This design comes from an exercise in tuning for small area on the open sky130 flow, not from production work. Only simulation tests tie the RTL to the original design; equivalence was not proved. Power figures rest on the tool's default switching activity, not on a simulated workload.

## build 47
Design smpq_top, start of the top module:
module smpq_top (
	input  logic        clk,
	input  logic        arst_n,
	input  logic        start,
	input  logic [1:0]  cmd_op,
	input  logic [31:0] cmd_value,
	output logic        busy,
	output logic        done,
	output logic [31:0] rsp_head,
	output logic [1:0]  rsp_status,
	output logic        rsp_empty,
	output logic [4:0]  rsp_count
);
export LEC_CHECK = 0
export CAP_MARGIN = 20
export CORE_MARGIN = 2
export CORE_UTILIZATION = 60
export CTS_BUF_LIST = sky130_fd_sc_hd__clkbuf_4
export CTS_CLUSTER_DIAMETER = 42
export CTS_CLUSTER_SIZE = 11
export PLACE_DENSITY = 0.75
export SLEW_MARGIN = 20
export SYNTH_HIERARCHICAL = 1
create_clock -name core_clock -period 5.0 [get_ports {clk}]
standard.sh (not shown) runs the stock make flow with config.mk's settings and CLKGATE_MAP_FILE= SYNTH_SCRIPT=/design/flow/synth_recipe.tcl, a recipe that flattens the netlist after the stock synthesis.
==> flow/flow/run.sh <==
#!/bin/bash
# The standard layout, with each port's buffer made of the smallest buffer cell
# and a clock tree without dummy loads.
export BUFFER_PORTS_ARGS="-buffer_cell sky130_fd_sc_hd__buf_1"
export CTS_ARGS="-sink_clustering_enable -repair_clock_nets -sink_clustering_size 11 -sink_clustering_max_diameter 42 -buf_list sky130_fd_sc_hd__clkbuf_4 -dont_use_dummy_load"
bash standard.sh > standard.log 2>&1
[inputs] build 26 vs build 47
- CORE_UTILIZATION changed from 60 to 70
- PLACE_DENSITY changed from 0.75 to 0.85
### Flow results
Build 26 vs. build 47: first-pass GRT wire length held steady, wire length reported by the detailed router grew by about 5%, total of fill cells in the finished design shrank by about 34%, share of the core filled with cells in the final layout grew by 11 points, post-layout total power held steady.
For build 80, these inputs were changed with respect to build 26:
- swapping 70 for 80 in CORE_UTILIZATION
- swapping 0.85 for 0.9 in PLACE_DENSITY
- Build 80: it failed with a tool error in detailed placement, so there are no final results.
- Build 26 -> build 80: number of buffers added on ports delta 0, exact match
- Final weighted congestion in routability-driven placement, build 80 and build 26: lower on build 26
- ~same net count after synthesis in build 80 and build 26
- [build 80] standard-cell row count fell 3 relative to build 26
- The higher floorplan die height of build 80 and build 26 is in build 26.
Here is what was changed in the inputs of build 97 compared with build 80.
- SLEW_MARGIN now 40, was 20
- PLACE_DENSITY now 0.85, was 0.9
- CORE_UTILIZATION now 70, was 80
- CAP_MARGIN now 40, was 20
--- a/flow/flow/run.sh
+++ b/flow/flow/run.sh
@@ -3 +3,2 @@
-# and a clock tree without dummy loads.
+# and a clock tree without dummy loads; gates off the critical paths are
+# downsized after global routing.
@@ -5,0 +7 @@
+export RECOVER_POWER=100
Results
Per the final summary, build 97 finished and its layout is clean on timing, DRC and antenna.
From build 97 to build 80, number of buffer cells added on primary ports did not move at all.
Effective utilization at floorplan sits lower in build 97 than in build 80.
Going from build 80 to build 97, die width grew by a few percent.
The inputs of build 5 differ from those of build 97 as listed below.
- swapping 40 for 20 in CAP_MARGIN
- swapping 42 for 35 in CTS_CLUSTER_DIAMETER
- swapping 40 for 20 in SLEW_MARGIN
==> flow/flow/run.sh <==
#!/bin/bash
# The standard layout, with each port's buffer made of the smallest buffer cell
# and a clock tree without dummy loads.
export BUFFER_PORTS_ARGS="-buffer_cell sky130_fd_sc_hd__buf_1"
export CTS_ARGS="-sink_clustering_enable -repair_clock_nets -sink_clustering_size 10 -sink_clustering_max_diameter 50 -buf_list sky130_fd_sc_hd__clkbuf_4 -dont_use_dummy_load"
bash standard.sh > standard.log 2>&1
[summary]
- Power spent charging and discharging nets of build 5 exceeds that of build 97 by a few percent.
- Between build 97 and build 5, the fill cell instance count of the final layout is higher for build 97.
- Core util | build 5 vs build 97 | build 5 higher
- Build 5 ended up with cmd_value[12] as its first element of the critical path; build 97 ended up with cmd_value[24].
- Compared with build 97, in build 5 proportion of layout cells with a drive suffix above 1 higher, setup slack after layout moved up, latest clock arrival within the worst-skew pair higher, standby leakage power now sits higher.
- Cmp build 5 vs build 97: layout net count higher in build 5
- Synthesis-to-finish area growth: higher on build 5
> inputs changed (build 5 -> build 98)
- a change of CTS_CLUSTER_DIAMETER from 35 to 42
--- a/flow/flow/run.sh
+++ b/flow/flow/run.sh
@@ -5 +5 @@
-export CTS_ARGS="-sink_clustering_enable -repair_clock_nets -sink_clustering_size 10 -sink_clustering_max_diameter 50 -buf_list sky130_fd_sc_hd__clkbuf_4 -dont_use_dummy_load"
+export CTS_ARGS="-sink_clustering_enable -repair_clock_nets -sink_clustering_size 11 -sink_clustering_max_diameter 48 -buf_list sky130_fd_sc_hd__clkbuf_4 -dont_use_dummy_load"
[summary]
Build 98 closes out successfully: all stages finished, all timing, DRC and antenna checks passed.
| final-layout fill cell count | build 98 vs build 5 | ≈ equal |
Between build 5 and build 98, the flow reports count of clock-net buffers in the final layout decreasing by a few percent.
The sequential cell count of the final layout on build 5 is in line with that on build 98.
Clock skew ends up higher on build 5.
Routed wire in build 98 totals less than in build 5.
Data required time of the worst path across build 5 and build 98: no real change.
Relative to build 5, the total power measured on build 98 has decreased slightly.
In terms of design area, build 5 and build 98 differ only marginally.
~same via count in build 5 and build 98

========
Another version of the RTL of smpq_top (not shown whole).
Size in the first run: roughly 720 cells after synthesis, roughly 530 flip-flops, ~79 I/O pins.
clock: 5.0 ns
lec_check: 0
cap_margin: 20
core_margin: 2
core_utilization: 70
cts_buf_list: sky130_fd_sc_hd__clkbuf_4
cts_cluster_diameter: 50
cts_cluster_size: 10
place_density: 0.85
slew_margin: 20
synth_hierarchical: 1
==> flow/flow/run.sh <==
#!/bin/bash
# The standard layout, with each port's buffer made of the smallest buffer cell
# and a clock tree without dummy loads.
export BUFFER_PORTS_ARGS="-buffer_cell sky130_fd_sc_hd__buf_1"
export CTS_ARGS="-sink_clustering_enable -repair_clock_nets -sink_clustering_size 10 -sink_clustering_max_diameter 50 -buf_list sky130_fd_sc_hd__clkbuf_4 -dont_use_dummy_load"
bash standard.sh > standard.log 2>&1
Then changed:
==> flow/flow/run.sh (replaced) <==
#!/bin/bash
# The standard layout, with each port's buffer made of the smallest buffer cell
# and a clock tree without dummy loads.
export BUFFER_PORTS_ARGS="-buffer_cell sky130_fd_sc_hd__buf_1"
export CTS_ARGS="-sink_clustering_enable -repair_clock_nets -sink_clustering_size 11 -sink_clustering_max_diameter 35 -buf_list sky130_fd_sc_hd__clkbuf_4 -dont_use_dummy_load"
bash standard.sh > standard.log 2>&1
Settings changed: CTS_CLUSTER_DIAMETER 50 to 35, CTS_CLUSTER_SIZE 10 to 11.
The changed run finished with timing, DRC and antenna clean.
Non-clock buffer count is unchanged.
Worst setup slack improves by 0.019 ns.
Total power stays flat.
Synthesized area does not change.
Maximum frequency went up by 0.43%.
Clock power barely changes.
Then changed:
==> flow/flow/run.sh (replaced) <==
#!/bin/bash
# The standard layout, with each port's buffer made of the smallest buffer cell
# and a clock tree without dummy loads.
export BUFFER_PORTS_ARGS="-buffer_cell sky130_fd_sc_hd__buf_1"
export CTS_ARGS="-sink_clustering_enable -repair_clock_nets -sink_clustering_size 10 -sink_clustering_max_diameter 35 -buf_list sky130_fd_sc_hd__clkbuf_4 -dont_use_dummy_load"
bash standard.sh > standard.log 2>&1
Settings changed: CTS_CLUSTER_SIZE 11 to 10.
Combinational power stays flat.
Area after synthesis does not change.
Count of clock-buffer cells in the layout went up by 4.
Design area barely changes.
Worst hold slack degrades by 0.0091 ns.
Wire length stays flat.
Utilization went up by 0.20 points.

========
wip/nickel:
The RTL this note starts from:
==> flow/design.v <==
package smpq_pkg;
	localparam int DEF_QUEUE_DEPTH = 16;
	localparam int VALUE_W         = 32;
	localparam int OCC_W           = 5;
	localparam logic [1:0] OP_INSERT = 2'd0;
	localparam logic [1:0] OP_REMOVE = 2'd1;
	localparam logic [1:0] OP_PEEK   = 2'd2;
	localparam logic [1:0] OP_NONE   = 2'd3;
	localparam logic [1:0] ST_OK    = 2'd0;
	localparam logic [1:0] ST_EMPTY = 2'd1;
	localparam logic [1:0] ST_FULL  = 2'd2;
endpackage
module smpq_ctrl (
	input  logic       clk,
	input  logic       arst_n,
	input  logic       start,
	input  logic [1:0] cmd_op,
	input  logic       full,
	input  logic       empty,
	input  logic       lt,
	output logic       busy,
	output logic       done,
	output logic [4:0] count,
	output logic       sel_prev,
	output logic       sel_keep,
	output logic       sel_new_n,
	output logic [1:0] rsp_status,
	output logic       show_n
);
	logic [3:0] phase_q;
	logic [4:0] count_q;
	logic       armed_q;
	logic       win_q;
	logic       placed_q;
	logic       done_q;
	logic [1:0] status_q;
	logic       show_q;
	logic is_ins, is_rem, is_peek;
	logic ins_go, read_go;
	logic win, ready, take, last_step, behind, sel_new;
	logic take_ins, take_rem, removed;
	logic at11, at14, at15, feedback;
	assign is_ins  = (cmd_op == smpq_pkg::OP_INSERT);
	assign is_rem  = (cmd_op == smpq_pkg::OP_REMOVE);
	assign is_peek = (cmd_op == smpq_pkg::OP_PEEK);
	assign ins_go  = is_ins && !full;
	assign read_go = (is_rem || is_peek) && !empty;
	assign at11 = (phase_q == 4'd7);
	assign at14 = (phase_q == 4'd12);
	assign at15 = (phase_q == 4'd8);
	assign feedback = phase_q[3] ^ phase_q[2] ^ (phase_q[2:0] == 3'd0);
	assign win       = win_q || (armed_q && ins_go && at15);
	assign last_step = win_q && at14;
	assign behind    = lt && !last_step;
	assign sel_prev  = win && behind;
	assign sel_new   = win && !behind && !(win_q && placed_q);
	assign sel_new_n = !sel_new;
	assign removed   = show_q && at15;
	assign sel_keep  = !win && !(empty || removed) || (win && !behind && win_q && placed_q);
	always_comb begin
		if (ins_go)       ready = last_step;
		else if (read_go) ready = at15;
		else              ready = 1'b1;
	end
	assign busy = !ready;
	assign take = start && ready;
	assign take_ins = take && ins_go;
	assign take_rem = take && is_rem && !empty;
	always_ff @(posedge clk or negedge arst_n) begin
		if (!arst_n) begin
			phase_q <= 4'd0;
			count_q <= 5'd0;
			armed_q <= 1'b0;
			win_q   <= 1'b0;
			done_q  <= 1'b0;
		end else begin
			phase_q <= {take_rem || (phase_q[2] && !take_ins), phase_q[1:0], feedback};
			if (take_ins || take_rem)
				count_q <= count_q + {{4{take_rem}}, 1'b1};
			armed_q <= start && !take && (armed_q || at11);
			win_q   <= win && !last_step;
			done_q  <= take;
		end
	end
	always_ff @(posedge clk) begin
		placed_q <= sel_new || (win_q && placed_q);
		if (is_ins && full)
			status_q <= smpq_pkg::ST_FULL;
		else if ((is_rem || is_peek) && empty)
			status_q <= smpq_pkg::ST_EMPTY;
		else
			status_q <= smpq_pkg::ST_OK;
		show_q <= take && read_go;
	end
	assign done       = done_q;
	assign count      = count_q;
	assign rsp_status = status_q;
	assign show_n     = !show_q;
endmodule
module smpq_datapath (
	input  logic        clk,
	input  logic [31:0] cmd_value,
	input  logic        sel_prev,
	input  logic        sel_keep,
	input  logic        sel_new_n,
	input  logic        show_n,
	output logic        key_lt,
	output logic [31:0] rsp_head
);
	logic [31:0] ring_q [16];
	logic [31:0] entry;
	logic [31:0] a;
	logic [31:0] c;
	logic [31:0] co;
	logic [1:0]  carry_q;
	always_ff @(posedge clk) begin
		ring_q[0] <= entry;
		for (int i = 1; i < 16; i++)
			ring_q[i] <= ring_q[i-1];
	end
	assign a = {ring_q[14][31:24], ring_q[13][23:12], ring_q[12][11:0]};
	genvar i;
	generate
		for (i = 0; i < 32; i++) begin : g_bit
			if (i == 0) begin : g_c0
				assign c[i] = 1'b0;
			end else if (i == 12 || i == 24) begin : g_cq
				assign c[i] = carry_q[i/12 - 1];
			end else begin : g_ci
				assign c[i] = co[i-1];
			end
			smpq_slice #(
				.SIGN (i == 31)
			) u_slice (
				.prev      (ring_q[14][i]),
				.keep      (ring_q[15][i]),
				.key       (cmd_value[i]),
				.sel_prev  (sel_prev),
				.sel_keep  (sel_keep),
				.sel_new_n (sel_new_n),
				.a         (a[i]),
				.ci        (c[i]),
				.show_n    (show_n),
				.entry     (entry[i]),
				.co        (co[i]),
				.head      (rsp_head[i])
			);
		end
	endgenerate
	always_ff @(posedge clk) begin
		carry_q <= {co[23], co[11]};
	end
	assign key_lt = co[31];
endmodule
module smpq_slice #(
	parameter bit SIGN = 1'b0
) (
	input  logic prev,
	input  logic keep,
	input  logic key,
	input  logic sel_prev,
	input  logic sel_keep,
	input  logic sel_new_n,
	input  logic a,
	input  logic ci,
	input  logic show_n,
	output logic entry,
	output logic co,
	output logic head
);
	logic held;   
	logic u;      
	assign held  = SIGN ? key : ~key;
	assign u     = SIGN ? ~key : key;
	assign entry = (prev & sel_prev) | (keep & sel_keep) | (held & ~sel_new_n);
	assign co    = (u & a) | (u & ci) | (a & ci);
	assign head  = (SIGN ? keep : ~keep) & ~show_n;
endmodule
module sorted_min_priority_queue_core (
	input  logic        clk,
	input  logic        arst_n,
	input  logic        start,
	input  logic [1:0]  cmd_op,
	input  logic [31:0] cmd_value,
	output logic        busy,
	output logic        done,
	output logic [31:0] rsp_head,
	output logic [1:0]  rsp_status,
	output logic        rsp_empty,
	output logic [4:0]  rsp_count
);
	logic [4:0]  count;
	logic        full;
	logic        empty;
	logic        key_lt;
	logic        sel_keep;
	logic        sel_prev;
	logic        sel_new_n;
	logic        show_n;
	assign full  = count[4];
	assign empty = (count == 5'd0);
	smpq_ctrl u_ctrl (
		.clk        (clk),
		.arst_n     (arst_n),
		.start      (start),
		.cmd_op     (cmd_op),
		.full       (full),
		.empty      (empty),
		.lt         (key_lt),
		.busy       (busy),
		.done       (done),
		.count      (count),
		.sel_prev   (sel_prev),
		.sel_keep   (sel_keep),
		.sel_new_n  (sel_new_n),
		.rsp_status (rsp_status),
		.show_n     (show_n)
	);
	smpq_datapath u_datapath (
		.clk       (clk),
		.cmd_value (cmd_value),
		.sel_prev  (sel_prev),
		.sel_keep  (sel_keep),
		.sel_new_n (sel_new_n),
		.show_n    (show_n),
		.key_lt    (key_lt),
		.rsp_head  (rsp_head)
	);
	assign rsp_empty = empty;
	assign rsp_count = count;
endmodule
module smpq_top (
	input  logic        clk,
	input  logic        arst_n,
	input  logic        start,
	input  logic [1:0]  cmd_op,
	input  logic [31:0] cmd_value,
	output logic        busy,
	output logic        done,
	output logic [31:0] rsp_head,
	output logic [1:0]  rsp_status,
	output logic        rsp_empty,
	output logic [4:0]  rsp_count
);
	sorted_min_priority_queue_core u_core (
		.clk        (clk),
		.arst_n     (arst_n),
		.start      (start),
		.cmd_op     (cmd_op),
		.cmd_value  (cmd_value),
		.busy       (busy),
		.done       (done),
		.rsp_head   (rsp_head),
		.rsp_status (rsp_status),
		.rsp_empty  (rsp_empty),
		.rsp_count  (rsp_count)
	);
endmodule
clock: 5.0 ns
lec_check: 0
cap_margin: 20
core_margin: 2
core_utilization: 70
cts_buf_list: sky130_fd_sc_hd__clkbuf_4
cts_cluster_diameter: 30
cts_cluster_size: 12
place_density: 0.85
slew_margin: 20
synth_hierarchical: 1
==> flow/flow/run.sh <==
#!/bin/bash
# The standard layout, with each port's buffer made of the smallest buffer cell,
# a clock tree without dummy loads.
export BUFFER_PORTS_ARGS="-buffer_cell sky130_fd_sc_hd__buf_1"
export CTS_ARGS="-sink_clustering_enable -repair_clock_nets -sink_clustering_size 12 -sink_clustering_max_diameter 30 -buf_list sky130_fd_sc_hd__clkbuf_4 -dont_use_dummy_load"
bash standard.sh > standard.log 2>&1
### wip/nickel -> wip/willow
# wip/nickel
export LEC_CHECK = 0
export CAP_MARGIN = 20
export CORE_MARGIN = 2
export CORE_UTILIZATION = 70
export CTS_BUF_LIST = sky130_fd_sc_hd__clkbuf_4
export CTS_CLUSTER_DIAMETER = 30
export CTS_CLUSTER_SIZE = 12
export PLACE_DENSITY = 0.85
export SLEW_MARGIN = 20
export SYNTH_HIERARCHICAL = 1
create_clock -name core_clock -period 5.0 [get_ports {clk}]
# wip/willow
export LEC_CHECK = 0
export CAP_MARGIN = 20
export CORE_MARGIN = 2
export CORE_UTILIZATION = 70
export CTS_BUF_LIST = sky130_fd_sc_hd__clkbuf_4
export CTS_CLUSTER_DIAMETER = 50
export CTS_CLUSTER_SIZE = 10
export PLACE_DENSITY = 0.85
export SLEW_MARGIN = 20
export SYNTH_HIERARCHICAL = 1
create_clock -name core_clock -period 5.0 [get_ports {clk}]
==> flow/flow/run.sh <==
#!/bin/bash
# The standard layout, with each port's buffer made of the smallest buffer cell,
# a clock tree without dummy loads.
export BUFFER_PORTS_ARGS="-buffer_cell sky130_fd_sc_hd__buf_1"
export CTS_ARGS="-sink_clustering_enable -repair_clock_nets -sink_clustering_size 10 -sink_clustering_max_diameter 50 -buf_list sky130_fd_sc_hd__clkbuf_4 -dont_use_dummy_load"
bash standard.sh > standard.log 2>&1
## What came out
Summary of wip/willow over wip/nickel: worst setup slack went down; post-detailed-placement half-perimeter wirelength closely matched the old numbers; global-route wire length before repair shrank by about 0.4%.
Diff wip/nickel -> wip/willow: instance count of the mapped netlist comparable, sequential power share flat.
wip/willow against wip/nickel: detailed-route via count went up by about 1.3%, count of clock-net buffers in the final layout increased by about 3.5% relative to the old numbers, worst stage delay on the critical path about even.
Sequential share of layout area essentially unchanged between wip/nickel and wip/willow.
Inputs modified between wip/willow and wip/onyx:
# wip/willow
export LEC_CHECK = 0
export CAP_MARGIN = 20
export CORE_MARGIN = 2
export CORE_UTILIZATION = 70
export CTS_BUF_LIST = sky130_fd_sc_hd__clkbuf_4
export CTS_CLUSTER_DIAMETER = 50
export CTS_CLUSTER_SIZE = 10
export PLACE_DENSITY = 0.85
export SLEW_MARGIN = 20
export SYNTH_HIERARCHICAL = 1
create_clock -name core_clock -period 5.0 [get_ports {clk}]
# wip/onyx
export LEC_CHECK = 0
export CAP_MARGIN = 20
export CORE_MARGIN = 2
export CORE_UTILIZATION = 70
export CTS_BUF_LIST = sky130_fd_sc_hd__clkbuf_4
export CTS_CLUSTER_DIAMETER = 50
export CTS_CLUSTER_SIZE = 12
export PLACE_DENSITY = 0.85
export SLEW_MARGIN = 20
export SYNTH_HIERARCHICAL = 1
create_clock -name core_clock -period 5.0 [get_ports {clk}]
==> flow/flow/run.sh <==
#!/bin/bash
# The standard layout, with each port's buffer made of the smallest buffer cell,
# a clock tree without dummy loads.
export BUFFER_PORTS_ARGS="-buffer_cell sky130_fd_sc_hd__buf_1"
export CTS_ARGS="-sink_clustering_enable -repair_clock_nets -sink_clustering_size 12 -sink_clustering_max_diameter 50 -buf_list sky130_fd_sc_hd__clkbuf_4 -dont_use_dummy_load"
bash standard.sh > standard.log 2>&1
### Flow results
wip/onyx improves on wip/willow in total power of the final layout.
wip/willow and wip/onyx ended up with nearly the same first-pass GRT wire length.
wip/onyx gives more post-route worst hold slack than wip/willow did.
Diff wip/willow..wip/onyx | aggregate routed wire length | negligible
Relative to wip/willow, the clock tree buffer count of the final layout measured on wip/onyx has decreased by more than 10%.
Comparing wip/onyx against wip/willow, there is no change at all in number of different library cells in the post-synthesis netlist.

-- what the ideal ports hide --
The flow's constraints put no driver on any port. The routed layouts listed below were extracted and timed again, unchanged, in two steps.
Step 1 sets driving cells, clkbuf_16 on the clock port and buf_2 on the other inputs (assumed; they add their load-dependent delay and slew).
Step 2 adds t to the input delays and takes it off the output delays; t is the mean of the earliest and latest rising clock arrival at the registers after step 1. Input paths then give back, and output paths get back, about the clock's delay inside the block.
Slacks: ideal / step 1 / step 2; pairs: ideal / step 1.
run | t, ns | slack for setup (ns) | hold WS [ns] | clock arrival spread, ns | pins driven straight from the clock port
build 47 | 0.676 | 0.706 / 0.718 / 0.042 | 0.304 / 0.304 / 0.304 | 0.057 / 0.057 | 1
build 26 | 0.689 | 0.722 / 0.737 / 0.049 | 0.311 / 0.311 / 0.311 | 0.046 / 0.047 | 1
build 97 | 0.685 | 0.545 / 0.565 / -0.120 | 0.312 / 0.312 / 0.312 | 0.045 / 0.045 | 1
build 5 | 0.692 | 0.726 / 0.736 / 0.044 | 0.303 / 0.303 / 0.303 | 0.065 / 0.065 | 1
build 98 | 0.677 | 0.739 / 0.755 / 0.078 | 0.282 / 0.281 / 0.282 | 0.076 / 0.076 | 1
the first run of note 2 | 0.699 | 0.600 / 0.615 / -0.084 | 0.301 / 0.301 / 0.301 | 0.049 / 0.048 | 1
the second run of note 2 | 0.709 | 0.618 / 0.632 / -0.077 | 0.298 / 0.298 / 0.298 | 0.065 / 0.065 | 1
the third run of note 2 | 0.690 | 0.635 / 0.651 / -0.039 | 0.289 / 0.289 / 0.289 | 0.065 / 0.065 | 1
wip/nickel | 0.691 | 0.662 / 0.675 / -0.015 | 0.280 / 0.280 / 0.280 | 0.073 / 0.073 | 1
wip/willow | 0.696 | 0.647 / 0.661 / -0.035 | 0.274 / 0.274 / 0.274 | 0.062 / 0.062 | 1
wip/onyx | 0.682 | 0.660 / 0.670 / -0.012 | 0.316 / 0.307 / 0.324 | 0.040 / 0.040 | 1
Met with ideal ports but missed after step 2: setup timing in 7 of these runs. The setup slack of the second run of note 2, which loses most, moves by +0.014 ns with the drivers and by -0.695 ns with both steps.
